From an optimization exercise on the open Yosys and OpenROAD flow, aimed at small area; shortcuts taken in it are not production practice. Only the layout flow was run in this run; the RTL was not checked for function there. Power and IR drop assume default switching activity.

==> design/flow/constraint.sdc <==
create_clock -name core_clock -period 10.0 [get_ports {s_cam_clk_dft}]
set_input_delay 2.0000 -clock core_clock [delete_from_list [all_inputs] [get_ports {s_cam_clk_dft}]]
set_output_delay 2.0000 -clock core_clock [all_outputs]
set_load 0.01 [all_outputs]
==> design/flow/design.v <==
`default_nettype none
package cpi_pix_pkg;
    typedef logic [7:0] cam_byte_t;
    typedef logic [7:0] chan_t;
    typedef logic [15:0] coord_t;
    typedef logic [16:0] filt_sum_t;
    typedef logic [31:0] pix_word_t;
    typedef struct packed {
        chan_t r;
        chan_t g;
        chan_t b;
    } rgb_t;
    typedef struct packed {
        cam_byte_t first;
        cam_byte_t second;
    } cpi_pair_t;
endpackage
`default_nettype wire
`default_nettype none
package cpi_cfg_pkg;
    typedef enum logic [2:0] {
        FMT_RGB565     = 3'b000,
        FMT_RGB555     = 3'b001,
        FMT_RGB444     = 3'b010,
        FMT_BYP_LITEND = 3'b100,
        FMT_BYP_BIGEND = 3'b101
    } cpi_format_e;
    typedef logic [7:0] coeff_t;
    typedef logic [3:0] shift_t;
    typedef logic [5:0] drop_cnt_t;
    typedef struct packed {
        logic        enable;
        logic        vsync_pol;   
        logic        drop_en;
        drop_cnt_t   drop_val;    
        logic        slice_en;
        cpi_format_e format;
        shift_t      shift;
        logic [15:0]         row_len;     
        logic [15:0]         llx;
        logic [15:0]         lly;
        logic [15:0]         urx;
        logic [15:0]         ury;
        coeff_t      coeff_r;
        coeff_t      coeff_g;
        coeff_t      coeff_b;
    } cpi_cfg_t;
endpackage
`default_nettype wire
`timescale 1ns/1ps
`default_nettype none
module cpi_frame_ctrl (
    input  logic                  s_cam_clk_dft,
    input  logic                  rstn_i,
    input  cpi_cfg_pkg::cpi_cfg_t cfg_i,
    input  logic                  cam_vsync_i,
    output logic                  active_o,
    output logic                  frame_ok_o,
    output logic                  sof_o
);
    logic [1:0] en_sync_q;
    logic       en_s;
    logic       vsync_adj;
    logic       vsync_q;
    logic       active_q;
    logic [5:0] skip_q;      
    logic       skip_zero;
    assign en_s      = en_sync_q[1];
    assign vsync_adj = cam_vsync_i ^ cfg_i.vsync_pol;
    assign sof_o     = vsync_adj & ~vsync_q & en_s;
    assign skip_zero = (skip_q == 6'd0);
    assign active_o   = active_q;
    assign frame_ok_o = active_q & skip_zero;
    always_ff @(posedge s_cam_clk_dft or negedge rstn_i) begin
        if (!rstn_i) begin
            en_sync_q <= 2'b00;
        end else begin
            en_sync_q <= {en_sync_q[0], cfg_i.enable};
        end
    end
    always_ff @(posedge s_cam_clk_dft or negedge rstn_i) begin
        if (!rstn_i) begin
            vsync_q <= 1'b0;
        end else if (en_s) begin
            vsync_q <= vsync_adj;
        end
    end
    always_ff @(posedge s_cam_clk_dft or negedge rstn_i) begin
        if (!rstn_i) begin
            active_q <= 1'b0;
        end else if (!en_s) begin
            active_q <= 1'b0;
        end else if (sof_o) begin
            active_q <= 1'b1;
        end
    end
    logic [5:0] skip_dec;
    logic [6:0] skip_bw;
    assign skip_bw[0] = 1'b1;
    for (genvar i = 0; i < 6; i++) begin : g_dec
        assign skip_dec[i]  = skip_q[i] ^ skip_bw[i];
        assign skip_bw[i+1] = ~skip_q[i] & skip_bw[i];
    end
    always_ff @(posedge s_cam_clk_dft) begin
        if (!en_s) begin
            skip_q <= '0;
        end else if (sof_o && active_q) begin
            if (skip_zero) begin
                skip_q <= cfg_i.drop_en ? cfg_i.drop_val : 6'd0;
            end else begin
                skip_q <= skip_dec;
            end
        end
    end
endmodule
`default_nettype wire
`timescale 1ns/1ps
`default_nettype none
module cpi_sampler (
    input  logic                   s_cam_clk_dft,
    input  logic                   rstn_i,
    input  cpi_cfg_pkg::cpi_cfg_t  cfg_i,
    input  cpi_pix_pkg::cam_byte_t cam_data_i,
    input  logic                   cam_hsync_i,
    input  logic                   active_i,
    input  logic                   frame_ok_i,
    input  logic                   sof_i,
    output cpi_pix_pkg::cam_byte_t first_o,
    output logic                   pair_valid_o
);
    logic        phase_first_q;
    logic [7:0]  first_q;
    logic [15:0] col_q;
    logic [15:0] row_q;
    logic        x_lo_seen_q;    
    logic        x_hi_past_q;    
    logic        y_lo_seen_q;
    logic        y_hi_past_q;
    logic        line_on;
    logic        second_byte;
    logic        in_window;
    logic        col_at_llx;
    logic        col_at_urx;
    logic        row_at_lly;
    logic        row_at_ury;
    logic        col_last;
    logic        row_last;
    assign line_on     = cam_hsync_i & active_i;
    assign second_byte = line_on & ~phase_first_q;
    assign col_at_llx = (col_q == cfg_i.llx);
    assign col_at_urx = (col_q == cfg_i.urx);
    assign row_at_lly = (row_q == cfg_i.lly);
    assign row_at_ury = (row_q == cfg_i.ury);
    assign col_last   = (col_q == cfg_i.row_len);
    assign row_last   = row_cy[16];
    assign in_window = ~cfg_i.slice_en |
                       ((x_lo_seen_q | col_at_llx) & ~x_hi_past_q &
                        (y_lo_seen_q | row_at_lly) & ~y_hi_past_q);
    assign first_o      = first_q;
    assign pair_valid_o = second_byte & frame_ok_i & in_window;
    always_ff @(posedge s_cam_clk_dft or negedge rstn_i) begin
        if (!rstn_i) begin
            phase_first_q <= 1'b1;
        end else if (!line_on) begin
            phase_first_q <= 1'b1;
        end else begin
            phase_first_q <= ~phase_first_q;
        end
    end
    always_ff @(posedge s_cam_clk_dft) begin
        if (line_on && phase_first_q) begin
            first_q <= cam_data_i;
        end
    end
    logic [15:0] col_inc;
    logic [15:0] row_inc;
    logic [16:0] col_cy;
    logic [16:0] row_cy;
    assign col_cy[0] = 1'b1;
    assign row_cy[0] = 1'b1;
    for (genvar i = 0; i < 16; i++) begin : g_inc
        assign col_inc[i]  = col_q[i] ^ col_cy[i];
        assign col_cy[i+1] = col_q[i] & col_cy[i];
        assign row_inc[i]  = row_q[i] ^ row_cy[i];
        assign row_cy[i+1] = row_q[i] & row_cy[i];
    end
    always_ff @(posedge s_cam_clk_dft) begin
        if (sof_i || !active_i) begin
            col_q       <= '0;
            row_q       <= '0;
            x_lo_seen_q <= 1'b0;
            x_hi_past_q <= 1'b0;
            y_lo_seen_q <= 1'b0;
            y_hi_past_q <= 1'b0;
        end else if (second_byte && cfg_i.slice_en) begin
            if (col_last) begin
                col_q       <= '0;
                x_lo_seen_q <= 1'b0;
                x_hi_past_q <= 1'b0;
                row_q       <= row_inc;
                y_lo_seen_q <= ~row_last & (y_lo_seen_q | row_at_lly);
                y_hi_past_q <= ~row_last & (y_hi_past_q | row_at_ury);
            end else begin
                col_q       <= col_inc;
                x_lo_seen_q <= x_lo_seen_q | col_at_llx;
                x_hi_past_q <= x_hi_past_q | col_at_urx;
            end
        end
    end
endmodule
`default_nettype wire
`timescale 1ns/1ps
`default_nettype none
module cpi_pixel_format (
    input  cpi_cfg_pkg::cpi_cfg_t  cfg_i,
    input  cpi_pix_pkg::cpi_pair_t pair_i,
    output cpi_pix_pkg::rgb_t      rgb_o,
    output logic [15:0]            byp_o,
    output logic                   is_rgb_o
);
    always_comb begin
        rgb_o    = '0;
        byp_o    = {pair_i.first, pair_i.second};
        is_rgb_o = 1'b1;
        case (cfg_i.format)
            cpi_cfg_pkg::FMT_RGB565: begin
                rgb_o.r = {pair_i.first[7:3], 3'b000};
                rgb_o.g = {pair_i.first[2:0], pair_i.second[7:5], 2'b00};
                rgb_o.b = {pair_i.second[4:0], 3'b000};
            end
            cpi_cfg_pkg::FMT_RGB555: begin
                rgb_o.r = {pair_i.first[6:2], 3'b000};
                rgb_o.g = {pair_i.first[1:0], pair_i.second[7:5], 3'b000};
                rgb_o.b = {pair_i.second[4:0], 3'b000};
            end
            cpi_cfg_pkg::FMT_RGB444: begin
                rgb_o.r = {pair_i.first[3:0], 4'b0000};
                rgb_o.g = {pair_i.second[7:4], 4'b0000};
                rgb_o.b = {pair_i.second[3:0], 4'b0000};
            end
            cpi_cfg_pkg::FMT_BYP_BIGEND: begin
                is_rgb_o = 1'b0;
                byp_o    = {pair_i.second, pair_i.first};
            end
            default: is_rgb_o = 1'b0;
        endcase
    end
endmodule
`default_nettype wire
`timescale 1ns/1ps
`default_nettype none
module cpi_luma_filter (
    input  logic                   s_cam_clk_dft,
    input  logic                   rstn_i,
    input  cpi_cfg_pkg::cpi_cfg_t  cfg_i,
    input  cpi_pix_pkg::rgb_t      rgb_i,
    input  logic [15:0]            byp_i,
    input  logic                   is_rgb_i,
    input  logic                   pair_valid_i,
    output logic [15:0]            word_o,
    output logic                   wr_pend_o,
    output logic                   word_valid_o
);
    logic [16:0] sum_d;
    logic [16:0] hold_q;
    logic        rgb_v1_q;
    logic        rgb_v2_q;
    logic        byp_v1_q;
    cpi_luma_mac u_mac (
        .r   ( rgb_i.r       ),
        .g   ( rgb_i.g       ),
        .b   ( rgb_i.b       ),
        .cr  ( cfg_i.coeff_r ),
        .cg  ( cfg_i.coeff_g ),
        .cb  ( cfg_i.coeff_b ),
        .sum ( sum_d         )
    );
    always_ff @(posedge s_cam_clk_dft or negedge rstn_i) begin
        if (!rstn_i) begin
            rgb_v1_q     <= 1'b0;
            rgb_v2_q     <= 1'b0;
            byp_v1_q     <= 1'b0;
            word_valid_o <= 1'b0;
        end else begin
            rgb_v1_q     <= pair_valid_i & is_rgb_i;
            rgb_v2_q     <= rgb_v1_q;
            byp_v1_q     <= pair_valid_i & ~is_rgb_i;
            word_valid_o <= rgb_v2_q | byp_v1_q;
        end
    end
    always_ff @(posedge s_cam_clk_dft) begin
        if (pair_valid_i) begin
            hold_q <= is_rgb_i ? sum_d : {1'b0, byp_i};
        end
    end
    assign wr_pend_o = rgb_v2_q | byp_v1_q;
    always_comb begin
        if (!rgb_v2_q || cfg_i.shift > 4'd9) begin
            word_o = hold_q[15:0];
        end else begin
            word_o = 16'(hold_q >> cfg_i.shift);
        end
    end
endmodule
module cpi_luma_mac (
    input  logic [7:0]  r,
    input  logic [7:0]  g,
    input  logic [7:0]  b,
    input  logic [7:0]  cr,
    input  logic [7:0]  cg,
    input  logic [7:0]  cb,
    output logic [16:0] sum
);
    logic n1, n2, n3, n4, n5, n6, n7, n8, n9, n10, n11, n12, n13, n14, n15, n16, n17, n18, n19, n20, n21, n22, n23, n24, n25, n26, n27, n28, n29, n30, n31, n32, n33, n34, n35, n36, n37, n38, n39, n40, n41, n42, n43, n44, n45, n46, n47, n48, n49, n50, n51, n52, n53, n54, n55, n56, n57, n58, n59, n60, n61, n62, n63, n64, n65, n66, n67, n68, n69, n70, n71, n72, n73, n74, n75, n76, n77, n78, n79, n80, n81, n82, n83, n84, n85, n86, n87, n88, n89, n90, n91, n92, n93, n94, n95, n96, n97, n98, n99, n100, n101, n102, n103, n104, n105, n106, n107, n108, n109, n110, n111, n112, n113, n114, n115, n116, n117, n118, n119, n120, n121, n122, n123, n124, n125, n126, n127, n128, n129, n130, n131, n132, n133, n134, n135, n136, n137, n138, n139, n140, n141, n142, n143, n144, n145, n146, n147, n148, n149, n150, n151, n152, n153, n154, n155, n156, n157, n158, n159, n160, n161, n162, n163, n164, n165, n166, n167, n168, n169, n170, n171, n172, n173, n174, n175, n176, n177, n178, n179, n180, n181, n182, n183, n184, n185, n186, n187, n188, n189, n190, n191, n192, n193, n194, n195, n196, n197, n198, n199, n200, n201, n202, n203, n204, n205, n206, n207, n208, n209, n210, n211, n212, n213, n214, n215, n216, n217, n218, n219, n220, n221, n222, n223, n224, n225, n226, n227, n228, n229, n230, n231, n232, n233, n234, n235, n236, n237, n238, n239;
    assign n1 = (b[3] & cb[0]) ^ (g[2] & cg[1]) ^ (g[3] & cg[0]);
    assign n2 = ((b[3] & cb[0]) & (g[2] & cg[1])) | ((g[3] & cg[0]) & ((b[3] & cb[0]) ^ (g[2] & cg[1])));
    assign n3 = (r[3] & cr[0]) ^ n1;
    assign n4 = (r[3] & cr[0]) & n1;
    assign n5 = (b[3] & cb[1]) ^ (b[4] & cb[0]) ^ (g[2] & cg[2]);
    assign n6 = ((b[3] & cb[1]) & (b[4] & cb[0])) | ((g[2] & cg[2]) & ((b[3] & cb[1]) ^ (b[4] & cb[0])));
    assign n7 = (g[3] & cg[1]) ^ (g[4] & cg[0]) ^ (r[3] & cr[1]);
    assign n8 = ((g[3] & cg[1]) & (g[4] & cg[0])) | ((r[3] & cr[1]) & ((g[3] & cg[1]) ^ (g[4] & cg[0])));
    assign n9 = (r[4] & cr[0]) ^ n2 ^ n5;
    assign n10 = ((r[4] & cr[0]) & n2) | (n5 & ((r[4] & cr[0]) ^ n2));
    assign n11 = n7 ^ n4 ^ n9;
    assign n12 = (n7 & n4) | (n9 & (n7 ^ n4));
    assign n13 = (b[3] & cb[2]) ^ (b[4] & cb[1]) ^ (b[5] & cb[0]);
    assign n14 = ((b[3] & cb[2]) & (b[4] & cb[1])) | ((b[5] & cb[0]) & ((b[3] & cb[2]) ^ (b[4] & cb[1])));
    assign n15 = (g[2] & cg[3]) ^ (g[3] & cg[2]) ^ (g[4] & cg[1]);
    assign n16 = ((g[2] & cg[3]) & (g[3] & cg[2])) | ((g[4] & cg[1]) & ((g[2] & cg[3]) ^ (g[3] & cg[2])));
    assign n17 = (g[5] & cg[0]) ^ (r[3] & cr[2]) ^ (r[4] & cr[1]);
    assign n18 = ((g[5] & cg[0]) & (r[3] & cr[2])) | ((r[4] & cr[1]) & ((g[5] & cg[0]) ^ (r[3] & cr[2])));
    assign n19 = (r[5] & cr[0]) ^ n6 ^ n8;
    assign n20 = ((r[5] & cr[0]) & n6) | (n8 & ((r[5] & cr[0]) ^ n6));
    assign n21 = n13 ^ n15 ^ n17;
    assign n22 = (n13 & n15) | (n17 & (n13 ^ n15));
    assign n23 = n10 ^ n19 ^ n21;
    assign n24 = (n10 & n19) | (n21 & (n10 ^ n19));
    assign n25 = n12 ^ n23;
    assign n26 = n12 & n23;
    assign n27 = (b[3] & cb[3]) ^ (b[4] & cb[2]) ^ (b[5] & cb[1]);
    assign n28 = ((b[3] & cb[3]) & (b[4] & cb[2])) | ((b[5] & cb[1]) & ((b[3] & cb[3]) ^ (b[4] & cb[2])));
    assign n29 = (b[6] & cb[0]) ^ (g[2] & cg[4]) ^ (g[3] & cg[3]);
    assign n30 = ((b[6] & cb[0]) & (g[2] & cg[4])) | ((g[3] & cg[3]) & ((b[6] & cb[0]) ^ (g[2] & cg[4])));
    assign n31 = (g[4] & cg[2]) ^ (g[5] & cg[1]) ^ (g[6] & cg[0]);
    assign n32 = ((g[4] & cg[2]) & (g[5] & cg[1])) | ((g[6] & cg[0]) & ((g[4] & cg[2]) ^ (g[5] & cg[1])));
    assign n33 = (r[3] & cr[3]) ^ (r[4] & cr[2]) ^ (r[5] & cr[1]);
    assign n34 = ((r[3] & cr[3]) & (r[4] & cr[2])) | ((r[5] & cr[1]) & ((r[3] & cr[3]) ^ (r[4] & cr[2])));
    assign n35 = (r[6] & cr[0]) ^ n14 ^ n16;
    assign n36 = ((r[6] & cr[0]) & n14) | (n16 & ((r[6] & cr[0]) ^ n14));
    assign n37 = n18 ^ n27 ^ n29;
    assign n38 = (n18 & n27) | (n29 & (n18 ^ n27));
    assign n39 = n31 ^ n33 ^ n20;
    assign n40 = (n31 & n33) | (n20 & (n31 ^ n33));
    assign n41 = n22 ^ n35 ^ n37;
    assign n42 = (n22 & n35) | (n37 & (n22 ^ n35));
    assign n43 = n39 ^ n24 ^ n41;
    assign n44 = (n39 & n24) | (n41 & (n39 ^ n24));
    assign n45 = n26 ^ n43;
    assign n46 = n26 & n43;
    assign n47 = (b[3] & cb[4]) ^ (b[4] & cb[3]) ^ (b[5] & cb[2]);
    assign n48 = ((b[3] & cb[4]) & (b[4] & cb[3])) | ((b[5] & cb[2]) & ((b[3] & cb[4]) ^ (b[4] & cb[3])));
    assign n49 = (b[6] & cb[1]) ^ (b[7] & cb[0]) ^ (g[2] & cg[5]);
    assign n50 = ((b[6] & cb[1]) & (b[7] & cb[0])) | ((g[2] & cg[5]) & ((b[6] & cb[1]) ^ (b[7] & cb[0])));
    assign n51 = (g[3] & cg[4]) ^ (g[4] & cg[3]) ^ (g[5] & cg[2]);
    assign n52 = ((g[3] & cg[4]) & (g[4] & cg[3])) | ((g[5] & cg[2]) & ((g[3] & cg[4]) ^ (g[4] & cg[3])));
    assign n53 = (g[6] & cg[1]) ^ (g[7] & cg[0]) ^ (r[3] & cr[4]);
    assign n54 = ((g[6] & cg[1]) & (g[7] & cg[0])) | ((r[3] & cr[4]) & ((g[6] & cg[1]) ^ (g[7] & cg[0])));
    assign n55 = (r[4] & cr[3]) ^ (r[5] & cr[2]) ^ (r[6] & cr[1]);
    assign n56 = ((r[4] & cr[3]) & (r[5] & cr[2])) | ((r[6] & cr[1]) & ((r[4] & cr[3]) ^ (r[5] & cr[2])));
    assign n57 = (r[7] & cr[0]) ^ n28 ^ n30;
    assign n58 = ((r[7] & cr[0]) & n28) | (n30 & ((r[7] & cr[0]) ^ n28));
    assign n59 = n32 ^ n34 ^ n47;
    assign n60 = (n32 & n34) | (n47 & (n32 ^ n34));
    assign n61 = n49 ^ n51 ^ n53;
    assign n62 = (n49 & n51) | (n53 & (n49 ^ n51));
    assign n63 = n55 ^ n36 ^ n38;
    assign n64 = (n55 & n36) | (n38 & (n55 ^ n36));
    assign n65 = n57 ^ n59 ^ n61;
    assign n66 = (n57 & n59) | (n61 & (n57 ^ n59));
    assign n67 = n40 ^ n42 ^ n63;
    assign n68 = (n40 & n42) | (n63 & (n40 ^ n42));
    assign n69 = n65 ^ n44 ^ n67;
    assign n70 = (n65 & n44) | (n67 & (n65 ^ n44));
    assign n71 = n46 ^ n69;
    assign n72 = n46 & n69;
    assign n73 = (b[3] & cb[5]) ^ (b[4] & cb[4]) ^ (b[5] & cb[3]);
    assign n74 = ((b[3] & cb[5]) & (b[4] & cb[4])) | ((b[5] & cb[3]) & ((b[3] & cb[5]) ^ (b[4] & cb[4])));
    assign n75 = (b[6] & cb[2]) ^ (b[7] & cb[1]) ^ (g[2] & cg[6]);
    assign n76 = ((b[6] & cb[2]) & (b[7] & cb[1])) | ((g[2] & cg[6]) & ((b[6] & cb[2]) ^ (b[7] & cb[1])));
    assign n77 = (g[3] & cg[5]) ^ (g[4] & cg[4]) ^ (g[5] & cg[3]);
    assign n78 = ((g[3] & cg[5]) & (g[4] & cg[4])) | ((g[5] & cg[3]) & ((g[3] & cg[5]) ^ (g[4] & cg[4])));
    assign n79 = (g[6] & cg[2]) ^ (g[7] & cg[1]) ^ (r[3] & cr[5]);
    assign n80 = ((g[6] & cg[2]) & (g[7] & cg[1])) | ((r[3] & cr[5]) & ((g[6] & cg[2]) ^ (g[7] & cg[1])));
    assign n81 = (r[4] & cr[4]) ^ (r[5] & cr[3]) ^ (r[6] & cr[2]);
    assign n82 = ((r[4] & cr[4]) & (r[5] & cr[3])) | ((r[6] & cr[2]) & ((r[4] & cr[4]) ^ (r[5] & cr[3])));
    assign n83 = (r[7] & cr[1]) ^ n48 ^ n50;
    assign n84 = ((r[7] & cr[1]) & n48) | (n50 & ((r[7] & cr[1]) ^ n48));
    assign n85 = n52 ^ n54 ^ n56;
    assign n86 = (n52 & n54) | (n56 & (n52 ^ n54));
    assign n87 = n73 ^ n75 ^ n77;
    assign n88 = (n73 & n75) | (n77 & (n73 ^ n75));
    assign n89 = n79 ^ n81 ^ n58;
    assign n90 = (n79 & n81) | (n58 & (n79 ^ n81));
    assign n91 = n60 ^ n62 ^ n83;
    assign n92 = (n60 & n62) | (n83 & (n60 ^ n62));
    assign n93 = n85 ^ n87 ^ n64;
    assign n94 = (n85 & n87) | (n64 & (n85 ^ n87));
    assign n95 = n89 ^ n66 ^ n91;
    assign n96 = (n89 & n66) | (n91 & (n89 ^ n66));
    assign n97 = n68 ^ n93 ^ n95;
    assign n98 = (n68 & n93) | (n95 & (n68 ^ n93));
    assign n99 = n70 ^ n97 ^ n72;
    assign n100 = (n70 & n97) | (n72 & (n70 ^ n97));
    assign n101 = (b[3] & cb[6]) ^ (b[4] & cb[5]) ^ (b[5] & cb[4]);
    assign n102 = ((b[3] & cb[6]) & (b[4] & cb[5])) | ((b[5] & cb[4]) & ((b[3] & cb[6]) ^ (b[4] & cb[5])));
    assign n103 = (b[6] & cb[3]) ^ (b[7] & cb[2]) ^ (g[2] & cg[7]);
    assign n104 = ((b[6] & cb[3]) & (b[7] & cb[2])) | ((g[2] & cg[7]) & ((b[6] & cb[3]) ^ (b[7] & cb[2])));
    assign n105 = (g[3] & cg[6]) ^ (g[4] & cg[5]) ^ (g[5] & cg[4]);
    assign n106 = ((g[3] & cg[6]) & (g[4] & cg[5])) | ((g[5] & cg[4]) & ((g[3] & cg[6]) ^ (g[4] & cg[5])));
    assign n107 = (g[6] & cg[3]) ^ (g[7] & cg[2]) ^ (r[3] & cr[6]);
    assign n108 = ((g[6] & cg[3]) & (g[7] & cg[2])) | ((r[3] & cr[6]) & ((g[6] & cg[3]) ^ (g[7] & cg[2])));
    assign n109 = (r[4] & cr[5]) ^ (r[5] & cr[4]) ^ (r[6] & cr[3]);
    assign n110 = ((r[4] & cr[5]) & (r[5] & cr[4])) | ((r[6] & cr[3]) & ((r[4] & cr[5]) ^ (r[5] & cr[4])));
    assign n111 = (r[7] & cr[2]) ^ n74 ^ n76;
    assign n112 = ((r[7] & cr[2]) & n74) | (n76 & ((r[7] & cr[2]) ^ n74));
    assign n113 = n78 ^ n80 ^ n82;
    assign n114 = (n78 & n80) | (n82 & (n78 ^ n80));
    assign n115 = n101 ^ n103 ^ n105;
    assign n116 = (n101 & n103) | (n105 & (n101 ^ n103));
    assign n117 = n107 ^ n109 ^ n84;
    assign n118 = (n107 & n109) | (n84 & (n107 ^ n109));
    assign n119 = n86 ^ n111 ^ n113;
    assign n120 = (n86 & n111) | (n113 & (n86 ^ n111));
    assign n121 = n88 ^ n115 ^ n90;
    assign n122 = (n88 & n115) | (n90 & (n88 ^ n115));
    assign n123 = n117 ^ n92 ^ n119;
    assign n124 = (n117 & n92) | (n119 & (n117 ^ n92));
    assign n125 = n121 ^ n94 ^ n96;
    assign n126 = (n121 & n94) | (n96 & (n121 ^ n94));
    assign n127 = n123 ^ n125 ^ n98;
    assign n128 = (n123 & n125) | (n98 & (n123 ^ n125));
    assign n129 = n127 ^ n100;
    assign n130 = n127 & n100;
    assign n131 = (b[3] & cb[7]) ^ (b[4] & cb[6]) ^ (b[5] & cb[5]);
    assign n132 = ((b[3] & cb[7]) & (b[4] & cb[6])) | ((b[5] & cb[5]) & ((b[3] & cb[7]) ^ (b[4] & cb[6])));
    assign n133 = (b[6] & cb[4]) ^ (b[7] & cb[3]) ^ (g[3] & cg[7]);
    assign n134 = ((b[6] & cb[4]) & (b[7] & cb[3])) | ((g[3] & cg[7]) & ((b[6] & cb[4]) ^ (b[7] & cb[3])));
    assign n135 = (g[4] & cg[6]) ^ (g[5] & cg[5]) ^ (g[6] & cg[4]);
    assign n136 = ((g[4] & cg[6]) & (g[5] & cg[5])) | ((g[6] & cg[4]) & ((g[4] & cg[6]) ^ (g[5] & cg[5])));
    assign n137 = (g[7] & cg[3]) ^ (r[3] & cr[7]) ^ (r[4] & cr[6]);
    assign n138 = ((g[7] & cg[3]) & (r[3] & cr[7])) | ((r[4] & cr[6]) & ((g[7] & cg[3]) ^ (r[3] & cr[7])));
    assign n139 = (r[5] & cr[5]) ^ (r[6] & cr[4]) ^ (r[7] & cr[3]);
    assign n140 = ((r[5] & cr[5]) & (r[6] & cr[4])) | ((r[7] & cr[3]) & ((r[5] & cr[5]) ^ (r[6] & cr[4])));
    assign n141 = n102 ^ n104 ^ n106;
    assign n142 = (n102 & n104) | (n106 & (n102 ^ n104));
    assign n143 = n108 ^ n110 ^ n131;
    assign n144 = (n108 & n110) | (n131 & (n108 ^ n110));
    assign n145 = n133 ^ n135 ^ n137;
    assign n146 = (n133 & n135) | (n137 & (n133 ^ n135));
    assign n147 = n139 ^ n112 ^ n114;
    assign n148 = (n139 & n112) | (n114 & (n139 ^ n112));
    assign n149 = n116 ^ n141 ^ n143;
    assign n150 = (n116 & n141) | (n143 & (n116 ^ n141));
    assign n151 = n145 ^ n118 ^ n120;
    assign n152 = (n145 & n118) | (n120 & (n145 ^ n118));
    assign n153 = n147 ^ n149 ^ n122;
    assign n154 = (n147 & n149) | (n122 & (n147 ^ n149));
    assign n155 = n124 ^ n151 ^ n153;
    assign n156 = (n124 & n151) | (n153 & (n124 ^ n151));
    assign n157 = n126 ^ n155 ^ n128;
    assign n158 = (n126 & n155) | (n128 & (n126 ^ n155));
    assign n159 = n157 ^ n130;
    assign n160 = n157 & n130;
    assign n161 = (b[4] & cb[7]) ^ (b[5] & cb[6]) ^ (b[6] & cb[5]);
    assign n162 = ((b[4] & cb[7]) & (b[5] & cb[6])) | ((b[6] & cb[5]) & ((b[4] & cb[7]) ^ (b[5] & cb[6])));
    assign n163 = (b[7] & cb[4]) ^ (g[4] & cg[7]) ^ (g[5] & cg[6]);
    assign n164 = ((b[7] & cb[4]) & (g[4] & cg[7])) | ((g[5] & cg[6]) & ((b[7] & cb[4]) ^ (g[4] & cg[7])));
    assign n165 = (g[6] & cg[5]) ^ (g[7] & cg[4]) ^ (r[4] & cr[7]);
    assign n166 = ((g[6] & cg[5]) & (g[7] & cg[4])) | ((r[4] & cr[7]) & ((g[6] & cg[5]) ^ (g[7] & cg[4])));
    assign n167 = (r[5] & cr[6]) ^ (r[6] & cr[5]) ^ (r[7] & cr[4]);
    assign n168 = ((r[5] & cr[6]) & (r[6] & cr[5])) | ((r[7] & cr[4]) & ((r[5] & cr[6]) ^ (r[6] & cr[5])));
    assign n169 = n132 ^ n134 ^ n136;
    assign n170 = (n132 & n134) | (n136 & (n132 ^ n134));
    assign n171 = n138 ^ n140 ^ n161;
    assign n172 = (n138 & n140) | (n161 & (n138 ^ n140));
    assign n173 = n163 ^ n165 ^ n167;
    assign n174 = (n163 & n165) | (n167 & (n163 ^ n165));
    assign n175 = n142 ^ n144 ^ n146;
    assign n176 = (n142 & n144) | (n146 & (n142 ^ n144));
    assign n177 = n169 ^ n171 ^ n173;
    assign n178 = (n169 & n171) | (n173 & (n169 ^ n171));
    assign n179 = n148 ^ n150 ^ n175;
    assign n180 = (n148 & n150) | (n175 & (n148 ^ n150));
    assign n181 = n177 ^ n152 ^ n179;
    assign n182 = (n177 & n152) | (n179 & (n177 ^ n152));
    assign n183 = n154 ^ n181 ^ n156;
    assign n184 = (n154 & n181) | (n156 & (n154 ^ n181));
    assign n185 = n183 ^ n158 ^ n160;
    assign n186 = (n183 & n158) | (n160 & (n183 ^ n158));
    assign n187 = (b[5] & cb[7]) ^ (b[6] & cb[6]) ^ (b[7] & cb[5]);
    assign n188 = ((b[5] & cb[7]) & (b[6] & cb[6])) | ((b[7] & cb[5]) & ((b[5] & cb[7]) ^ (b[6] & cb[6])));
    assign n189 = (g[5] & cg[7]) ^ (g[6] & cg[6]) ^ (g[7] & cg[5]);
    assign n190 = ((g[5] & cg[7]) & (g[6] & cg[6])) | ((g[7] & cg[5]) & ((g[5] & cg[7]) ^ (g[6] & cg[6])));
    assign n191 = (r[5] & cr[7]) ^ (r[6] & cr[6]) ^ (r[7] & cr[5]);
    assign n192 = ((r[5] & cr[7]) & (r[6] & cr[6])) | ((r[7] & cr[5]) & ((r[5] & cr[7]) ^ (r[6] & cr[6])));
    assign n193 = n162 ^ n164 ^ n166;
    assign n194 = (n162 & n164) | (n166 & (n162 ^ n164));
    assign n195 = n168 ^ n187 ^ n189;
    assign n196 = (n168 & n187) | (n189 & (n168 ^ n187));
    assign n197 = n191 ^ n170 ^ n172;
    assign n198 = (n191 & n170) | (n172 & (n191 ^ n170));
    assign n199 = n174 ^ n193 ^ n195;
    assign n200 = (n174 & n193) | (n195 & (n174 ^ n193));
    assign n201 = n176 ^ n178 ^ n197;
    assign n202 = (n176 & n178) | (n197 & (n176 ^ n178));
    assign n203 = n199 ^ n180 ^ n201;
    assign n204 = (n199 & n180) | (n201 & (n199 ^ n180));
    assign n205 = n182 ^ n203 ^ n184;
    assign n206 = (n182 & n203) | (n184 & (n182 ^ n203));
    assign n207 = n205 ^ n186;
    assign n208 = n205 & n186;
    assign n209 = (b[6] & cb[7]) ^ (b[7] & cb[6]) ^ (g[6] & cg[7]);
    assign n210 = ((b[6] & cb[7]) & (b[7] & cb[6])) | ((g[6] & cg[7]) & ((b[6] & cb[7]) ^ (b[7] & cb[6])));
    assign n211 = (g[7] & cg[6]) ^ (r[6] & cr[7]) ^ (r[7] & cr[6]);
    assign n212 = ((g[7] & cg[6]) & (r[6] & cr[7])) | ((r[7] & cr[6]) & ((g[7] & cg[6]) ^ (r[6] & cr[7])));
    assign n213 = n188 ^ n190 ^ n192;
    assign n214 = (n188 & n190) | (n192 & (n188 ^ n190));
    assign n215 = n209 ^ n211 ^ n194;
    assign n216 = (n209 & n211) | (n194 & (n209 ^ n211));
    assign n217 = n196 ^ n213 ^ n198;
    assign n218 = (n196 & n213) | (n198 & (n196 ^ n213));
    assign n219 = n215 ^ n200 ^ n202;
    assign n220 = (n215 & n200) | (n202 & (n215 ^ n200));
    assign n221 = n217 ^ n204 ^ n219;
    assign n222 = (n217 & n204) | (n219 & (n217 ^ n204));
    assign n223 = n221 ^ n206 ^ n208;
    assign n224 = (n221 & n206) | (n208 & (n221 ^ n206));
    assign n225 = (b[7] & cb[7]) ^ (g[7] & cg[7]) ^ (r[7] & cr[7]);
    assign n226 = ((b[7] & cb[7]) & (g[7] & cg[7])) | ((r[7] & cr[7]) & ((b[7] & cb[7]) ^ (g[7] & cg[7])));
    assign n227 = n210 ^ n212 ^ n225;
    assign n228 = (n210 & n212) | (n225 & (n210 ^ n212));
    assign n229 = n214 ^ n227 ^ n216;
    assign n230 = (n214 & n227) | (n216 & (n214 ^ n227));
    assign n231 = n218 ^ n229 ^ n220;
    assign n232 = (n218 & n229) | (n220 & (n218 ^ n229));
    assign n233 = n222 ^ n231 ^ n224;
    assign n234 = (n222 & n231) | (n224 & (n222 ^ n231));
    assign n235 = n226 ^ n228 ^ n230;
    assign n236 = (n226 & n228) | (n230 & (n226 ^ n228));
    assign n237 = n235 ^ n232 ^ n234;
    assign n238 = (n235 & n232) | (n234 & (n235 ^ n232));
    assign n239 = n236 ^ n238;
    assign sum[0] = 1'b0;
    assign sum[1] = 1'b0;
    assign sum[2] = (g[2] & cg[0]);
    assign sum[3] = n3;
    assign sum[4] = n11;
    assign sum[5] = n25;
    assign sum[6] = n45;
    assign sum[7] = n71;
    assign sum[8] = n99;
    assign sum[9] = n129;
    assign sum[10] = n159;
    assign sum[11] = n185;
    assign sum[12] = n207;
    assign sum[13] = n223;
    assign sum[14] = n233;
    assign sum[15] = n237;
    assign sum[16] = n239;
endmodule
`default_nettype wire
`timescale 1ns/1ps
`default_nettype none
module cpi_out_fifo (
    input  logic        s_cam_clk_dft,
    input  logic        rstn_i,
    input  logic        flush_i,
    input  logic [15:0] wr_data_i,
    input  logic        wr_pend_i,
    input  logic        wr_valid_i,
    output logic [31:0] rd_data_o,
    output logic        rd_valid_o,
    input  logic        rd_ready_i,
    output logic        overflow_o
);
    logic [15:0] mem [8];
    logic [3:0]  count_q;
    logic [3:0]  count_d;
    logic        full;
    logic        wr_en;
    logic        rd_en;
    logic        pend;
    logic        shift_in;
    logic [2:0]  rd_idx;
    assign full       = count_q[3];
    assign wr_en      = wr_valid_i & ~full & ~flush_i;
    assign rd_valid_o = (count_q != 4'd0);
    assign rd_en      = rd_valid_o & rd_ready_i;
    assign pend       = wr_valid_i & ~full;
    logic [2:0] cnt_m1;
    assign cnt_m1 = {count_q[2] ^ ~(count_q[1] | count_q[0]), ~(count_q[1] ^ count_q[0]), ~count_q[0]};
    assign rd_idx = pend ? count_q[2:0] : cnt_m1;
    assign rd_data_o  = {16'd0, mem[rd_idx]};
    always_comb begin
        count_d = count_q;
        if (flush_i) begin
            count_d = 4'd0;
        end else if (wr_en && !rd_en) begin
            count_d = {count_q[3] | (&count_q[2:0]), count_q[2] ^ (&count_q[1:0]), count_q[1] ^ count_q[0], ~count_q[0]};
        end else if (rd_en && !wr_en) begin
            count_d = {1'b0, count_q[2] ^ ~(|count_q[1:0]), ~(count_q[1] ^ count_q[0]), ~count_q[0]};
        end
    end
    assign shift_in = wr_pend_i & ~count_d[3];
    always_ff @(posedge s_cam_clk_dft or negedge rstn_i) begin
        if (!rstn_i) begin
            count_q    <= '0;
            overflow_o <= 1'b0;
        end else begin
            count_q <= count_d;
            if (flush_i) begin
                overflow_o <= 1'b0;
            end else if (wr_valid_i && full) begin
                overflow_o <= 1'b1;
            end
        end
    end
    always_ff @(posedge s_cam_clk_dft) begin
        if (shift_in) begin
            mem[0] <= wr_data_i;
            for (int i = 1; i < 8; i++) begin
                mem[i] <= mem[i-1];
            end
        end
    end
endmodule
`default_nettype wire
`timescale 1ns/1ps
`default_nettype none
module cpi_top #(
    parameter int unsigned FIFO_DEPTH = 8
) (
    input  logic                   s_cam_clk_dft,
    input  logic                   rstn_i,
    input  logic                   cfg_enable_i,
    input  logic                   cfg_vsync_pol_i,
    input  logic                   cfg_drop_en_i,
    input  logic [5:0]             cfg_drop_val_i,
    input  logic                   cfg_slice_en_i,
    input  logic [2:0]             cfg_format_i,
    input  logic [3:0]             cfg_shift_i,
    input  logic [15:0]            cfg_row_len_i,
    input  logic [15:0]            cfg_llx_i,
    input  logic [15:0]            cfg_lly_i,
    input  logic [15:0]            cfg_urx_i,
    input  logic [15:0]            cfg_ury_i,
    input  logic [7:0]             cfg_coeff_r_i,
    input  logic [7:0]             cfg_coeff_g_i,
    input  logic [7:0]             cfg_coeff_b_i,
    input  logic [7:0]             cam_data_i,
    input  logic                   cam_hsync_i,
    input  logic                   cam_vsync_i,
    output logic [31:0]            out_data_o,
    output logic                   out_valid_o,
    input  logic                   out_ready_i,
    output logic                   overflow_o,
    output logic                   frame_evt_o
);
    cpi_cfg_pkg::cpi_cfg_t cfg_i;
    assign cfg_i.enable    = cfg_enable_i;
    assign cfg_i.vsync_pol = cfg_vsync_pol_i;
    assign cfg_i.drop_en   = cfg_drop_en_i;
    assign cfg_i.drop_val  = cfg_drop_val_i;
    assign cfg_i.slice_en  = cfg_slice_en_i;
    assign cfg_i.format    = cpi_cfg_pkg::cpi_format_e'(cfg_format_i);
    assign cfg_i.shift     = cfg_shift_i;
    assign cfg_i.row_len   = cfg_row_len_i;
    assign cfg_i.llx       = cfg_llx_i;
    assign cfg_i.lly       = cfg_lly_i;
    assign cfg_i.urx       = cfg_urx_i;
    assign cfg_i.ury       = cfg_ury_i;
    assign cfg_i.coeff_r   = cfg_coeff_r_i;
    assign cfg_i.coeff_g   = cfg_coeff_g_i;
    assign cfg_i.coeff_b   = cfg_coeff_b_i;
    logic        active;
    logic        frame_ok;
    logic        sof;
    cpi_pix_pkg::cam_byte_t first;
    cpi_pix_pkg::cpi_pair_t pair;
    logic        pair_valid;
    cpi_pix_pkg::rgb_t rgb;
    logic [15:0] byp;
    logic        is_rgb;
    logic [15:0] word;
    logic        wr_pend;
    logic        word_valid;
    assign frame_evt_o = sof;
    cpi_frame_ctrl u_frame_ctrl (
        .s_cam_clk_dft ( s_cam_clk_dft ),
        .rstn_i        ( rstn_i        ),
        .cfg_i         ( cfg_i         ),
        .cam_vsync_i   ( cam_vsync_i   ),
        .active_o      ( active        ),
        .frame_ok_o    ( frame_ok      ),
        .sof_o         ( sof           )
    );
    cpi_sampler u_sampler (
        .s_cam_clk_dft ( s_cam_clk_dft ),
        .rstn_i        ( rstn_i        ),
        .cfg_i         ( cfg_i         ),
        .cam_data_i    ( cam_data_i    ),
        .cam_hsync_i   ( cam_hsync_i   ),
        .active_i      ( active        ),
        .frame_ok_i    ( frame_ok      ),
        .sof_i         ( sof           ),
        .first_o       ( first         ),
        .pair_valid_o  ( pair_valid    )
    );
    assign pair = {first, cam_data_i};
    cpi_pixel_format u_pixel_format (
        .cfg_i         ( cfg_i         ),
        .pair_i        ( pair          ),
        .rgb_o         ( rgb           ),
        .byp_o         ( byp           ),
        .is_rgb_o      ( is_rgb        )
    );
    cpi_luma_filter u_luma_filter (
        .s_cam_clk_dft ( s_cam_clk_dft ),
        .rstn_i        ( rstn_i        ),
        .cfg_i         ( cfg_i         ),
        .rgb_i         ( rgb           ),
        .byp_i         ( byp           ),
        .is_rgb_i      ( is_rgb        ),
        .pair_valid_i  ( pair_valid    ),
        .word_o        ( word          ),
        .wr_pend_o     ( wr_pend       ),
        .word_valid_o  ( word_valid    )
    );
    cpi_out_fifo u_out_fifo (
        .s_cam_clk_dft ( s_cam_clk_dft ),
        .rstn_i        ( rstn_i        ),
        .flush_i       ( ~cfg_i.enable ),   
        .wr_data_i     ( word          ),
        .wr_pend_i     ( wr_pend       ),
        .wr_valid_i    ( word_valid    ),
        .rd_data_o     ( out_data_o    ),
        .rd_valid_o    ( out_valid_o   ),
        .rd_ready_i    ( out_ready_i   ),
        .overflow_o    ( overflow_o    )
    );
endmodule
`default_nettype wire
==> design/flow/config.mk <==
export PLATFORM = sky130hd
export DESIGN_NAME = cpi_top
export DESIGN_NICKNAME = cpi_top
export VERILOG_FILES = /design/flow/design.v
export SDC_FILE = /design/flow/constraint.sdc
export NUM_CORES = 4
export LEC_CHECK = 0
export CAP_MARGIN = 20
export CORE_MARGIN = 2
export CORE_UTILIZATION = 40
export SLEW_MARGIN = 20
==> design/flow/run.sh <==
#!/bin/bash
# synth_recipe.tcl (not shown) runs the flow's synth.tcl, then flattens the netlist and writes it again
# the make line also repeats each setting of config.mk as NAME=value (left out here)
make -C /OpenROAD-flow-scripts/flow DESIGN_CONFIG=/design/flow/config.mk WORK_HOME=/design/flow/orfs CLKGATE_MAP_FILE= SYNTH_SCRIPT=/design/flow/synth_recipe.tcl finish
==> flow_summary.json <==
{
  "holdPathEnd": "u_luma_filter.rgb_v2_q",
  "peakVddDrop_mv": 0.115,
  "path_clk_slew_ns": 0.06,
  "drive_gt1_frac": 0.0676,
  "yosysWarnings": 6,
  "cts_root_buffer": "clkbuf_16",
  "syn_avg_cell_area_um2": 10.9,
  "core_um2": 35700,
  "grt_start_max_net_pins": 79,
  "setup_viol": 0,
  "postPlaceCellArea_um2": 16500,
  "gr-total-overflow": 0,
  "fp-row-count": 69,
  "start_kind": "input pin",
  "synth_top_family_by_area": "adder cells",
  "hold_class": "flop to flop",
  "holdPathStages": 0,
  "reg2reg_to": "u_luma_filter.hold_q[16]",
  "fillCellCount": 3208,
  "ios": 169,
  "fmax_mhz": 110,
  "timing.hold.ws_ns": 0.351,
  "power_density_nw_per_um2": 183,
  "dieHeight_um": 194,
  "yosysUniqueCellTypes": 77,
  "cts_buffer_depth": 3,
  "async_reset_ff_frac": 0.0670,
  "worst_slack_ns": 0.919,
  "outcome": "finished clean",
  "insertion_delay_ns": 0.51,
  "syn_to_final_growth_pct": 19.5,
  "period_share": 0.908,
  "vias": 10400,
  "grt_pass1_wl_um": 57000,
  "worstRegToRegCells": 19,
  "setup_tns_ns": 0,
  "slew_headroom": 0.324,
  "dr.pass1.iters": 25,
  "cts_tree": "done",
  "min_from": "u_luma_filter.rgb_v1_q",
  "cts_resized": 0,
  "p_leak_uw": 0.00670,
  "synth-simple-area-share": 0.141,
  "cp.required_ns": 10.26,
  "path_class": "input pin to flop",
  "htree_levels": 1,
  "slew_violations": 0,
  "antenna_found_initial": 1,
  "cts_setup_buffers": 0,
  "post-place-ws_ns": 0.458,
  "routed_wl_um": 35500,
  "synthAdderAreaFrac": 0.192,
  "drt_iter0_markers": 856,
  "ys_ff_latch": 209,
  "start_util": 0.407,
  "numCtsBuffers": 24,
  "drcViolationCount": 0,
  "wl_per_cell_um": 18.2,
  "synth_xor_area_frac": 0.0538,
  "hold_viol": 0,
  "cts_sinks": 209,
  "design.die.area_um2": 37800,
  "yosysTopAreaCell": "edfxtp_1",
  "worstReg2RegStart": "u_sampler.first_q[2]",
  "finClkSkew_ns": 0.00652,
  "worst_pin_slew_ns": 1.01,
  "reg2reg_slack_ns": 2.81,
  "syn_inst": 1332,
  "nets": 1766,
  "vias_per_cell": 5.31,
  "yosysSeqAreaShare": 0.399,
  "arrival_ns": 9.34,
  "synth_area_leaders": "edfxtp_1 (32%), fa_1 (15%), dfxtp_1 (5.8%), nand2_1 (4.3%), mux2i_1 (3.9%)",
  "rsz0062_at_grt": "no",
  "drv_cap": 0,
  "yosysTopAreaCellShare": 0.317,
  "synth-compound-area-share": 0.102,
  "cp_max_fo": 11,
  "dp_hpwl_um": 27400,
  "ctsHoldBuffers": 0,
  "synth_ff_type": "edfxtp_1",
  "track_usage": 0.187,
  "antenna_left": 0,
  "first_global_vias": 10400,
  "synth.cell_area_um2": 14500,
  "portBuffers": 152,
  "synth_edf_count": 153,
  "synthMuxAreaShare": 0.0573,
  "die_width_um": 194,
  "fin_area_um2": 17300,
  "fin_crit_ns": 9.08,
  "place_congestion": 0.909,
  "end_kind": "flop"
}
## power by group
part           switching (µW)  leakage (µW)  total (µW)  internal [µW]
combinational             684       0.00438        1280            593
clock                     343      0.000419         930            588
sequential               26.1       0.00190         963            937
## placed cells by master, fill, tap and decap left out, types with 11 or more instances in the layout
master           instances
a211oi_1                14
a21oi_1                 50
a22oi_1                 13
a31oi_1                 12
and2_1                  69
buf_4                   21
clkbuf_16               26
clkdlybuf4s50_1        152
conb_1                  16
dfrtp_1                 13
dfxtp_1                 42
edfxtp_1               153
fa_1                   112
ha_1                    43
inv_1                  114
mux2i_1                 56
mux4_2                  11
nand2_1                165
nand3_1                 27
nand4_1                 17
nor2_1                  53
nor2b_1                 13
nor3_1                  15
nor4_1                  11
o21ai_0                 36
o21ai_1                 11
xnor2_1                 49
xor2_1                  37
## cell usage after synthesis (12+ instances only)
cell,instances
buf_2,16
and2_1,69
o21ai_0,37
dfxtp_1,42
dfrtp_1,13
nor3_1,16
a21oi_1,51
a31oi_1,12
xnor2_1,49
fa_1,112
nor2b_1,13
xor2_1,37
nor2_1,55
clkbuf_1,29
nand4_1,17
edfxtp_1,153
a211oi_1,14
nand3_1,27
ha_1,43
buf_4,20
inv_1,114
mux2i_1,56
nand2_1,165
a22oi_1,13
## area by class of cell
cell class,instances,area (µm²),area share
flip-flops and latches,209,5790,0.334
clock inverters,13,164,0.00945
multi-input cells,953,8010,0.462
diodes,1,2.50,0.000144
repair buffers,173,1680,0.0968
well taps,461,577,0.0333
inverters,116,435,0.0251
clock buffers,31,689,0.0397
## critical path, stage by stage
cell and delay [ns]:
clkdlybuf4s50_1 0.65, buf_4 0.24, mux2i_1 0.09, nor3_1 0.74, nand2_1 0.20, fa_1 0.46
inv_1 0.09, fa_1 0.44, fa_1 0.45, fa_1 0.44, fa_1 0.47, fa_1 0.42
fa_1 0.44, ha_1 0.22, fa_1 0.36, ha_1 0.20, fa_1 0.37, fa_1 0.39
fa_1 0.38, xnor2_1 0.13, and2_1 0.16
## per-layer routing
metal	vias up	GRT usage	share of wire
met5	-	0	0
met1	5151	0.248	0.44
met4	0	0.0405	0.015
li1	4924	-	-
met3	39	0.0212	0.040
met2	272	0.330	0.50
## worst max path at each step
stage               startpoint                        to  slack (ns)  cells past startpoint
6_report       cfg_format_i[0]  u_luma_filter.hold_q[16]        0.92                     21
2_1_floorplan  cfg_format_i[0]  u_luma_filter.hold_q[16]        1.36                     21
4_1_cts        cfg_format_i[0]  u_luma_filter.hold_q[16]        0.99                     21
3_5_place_dp   cfg_format_i[0]  u_luma_filter.hold_q[16]        0.46                     21
5_1_grt        cfg_format_i[0]  u_luma_filter.hold_q[16]        0.65                     22
3_3_place_gp   cfg_format_i[0]  u_luma_filter.hold_q[16]        0.62                     21
## state kept, by name, summed over array words and instances, names as in the netlist, 2 cells and up
name                    cells
u_frame_ctrl.en_sync_q      2
u_luma_filter.hold_q       17
u_out_fifo.count_q          4
u_out_fifo.mem            128
u_sampler.row_q            16
u_sampler.first_q           8
u_frame_ctrl.skip_q         6
u_sampler.col_q            16
## logic make-up after synthesis
logic type / Yosys count
flip-flops: 209
buffers and inverters: 185
AO/OA/AOI/OAI: 214
adder cells (fa/ha/maj): 155
XOR/XNOR: 87
AND/OR/NAND/NOR: 412
other: 1
multiplexers: 69
## metrics by stage
step | util | cells | total power [µW]
2_1_floorplan | - | 1347 | 1780
3_3_place_gp | 0.462 | 1911 | 2260
3_5_place_dp | 0.462 | 1912 | 2270
4_1_cts | 0.486 | 1956 | 3200
5_1_grt | 0.486 | 1957 | 3360
6_report | 0.486 | 1957 | 3170

==> re-timing with driven ports <==
In the flow no input, the clock included, has a driving cell. The finished layout below was timed again as built, in two steps. Step 1 assumes that a clkbuf_16 drives the clock port and a buf_2 every other input. Step 2 times the ports against the registers' clock, not the clock port: input delays grow and output delays shrink by t, the midpoint of the rising clock arrivals with the driver on. Slacks: ideal / step 1 / step 2; pairs: ideal / step 1.
t, ns: 0.556
slack for setup (ns): 0.919 / 0.949 / 0.393
latest minus earliest clock arrival (ns): 0.007 / 0.008
slew at the worst register clock pin (ns): 0.06 / 0.06
worst slew at a driven data input, ns: 0.09
After both steps setup and hold are still met in this run. For this run, drivers alone change the setup slack by +0.030 ns; drivers and shift together by -0.526 ns.
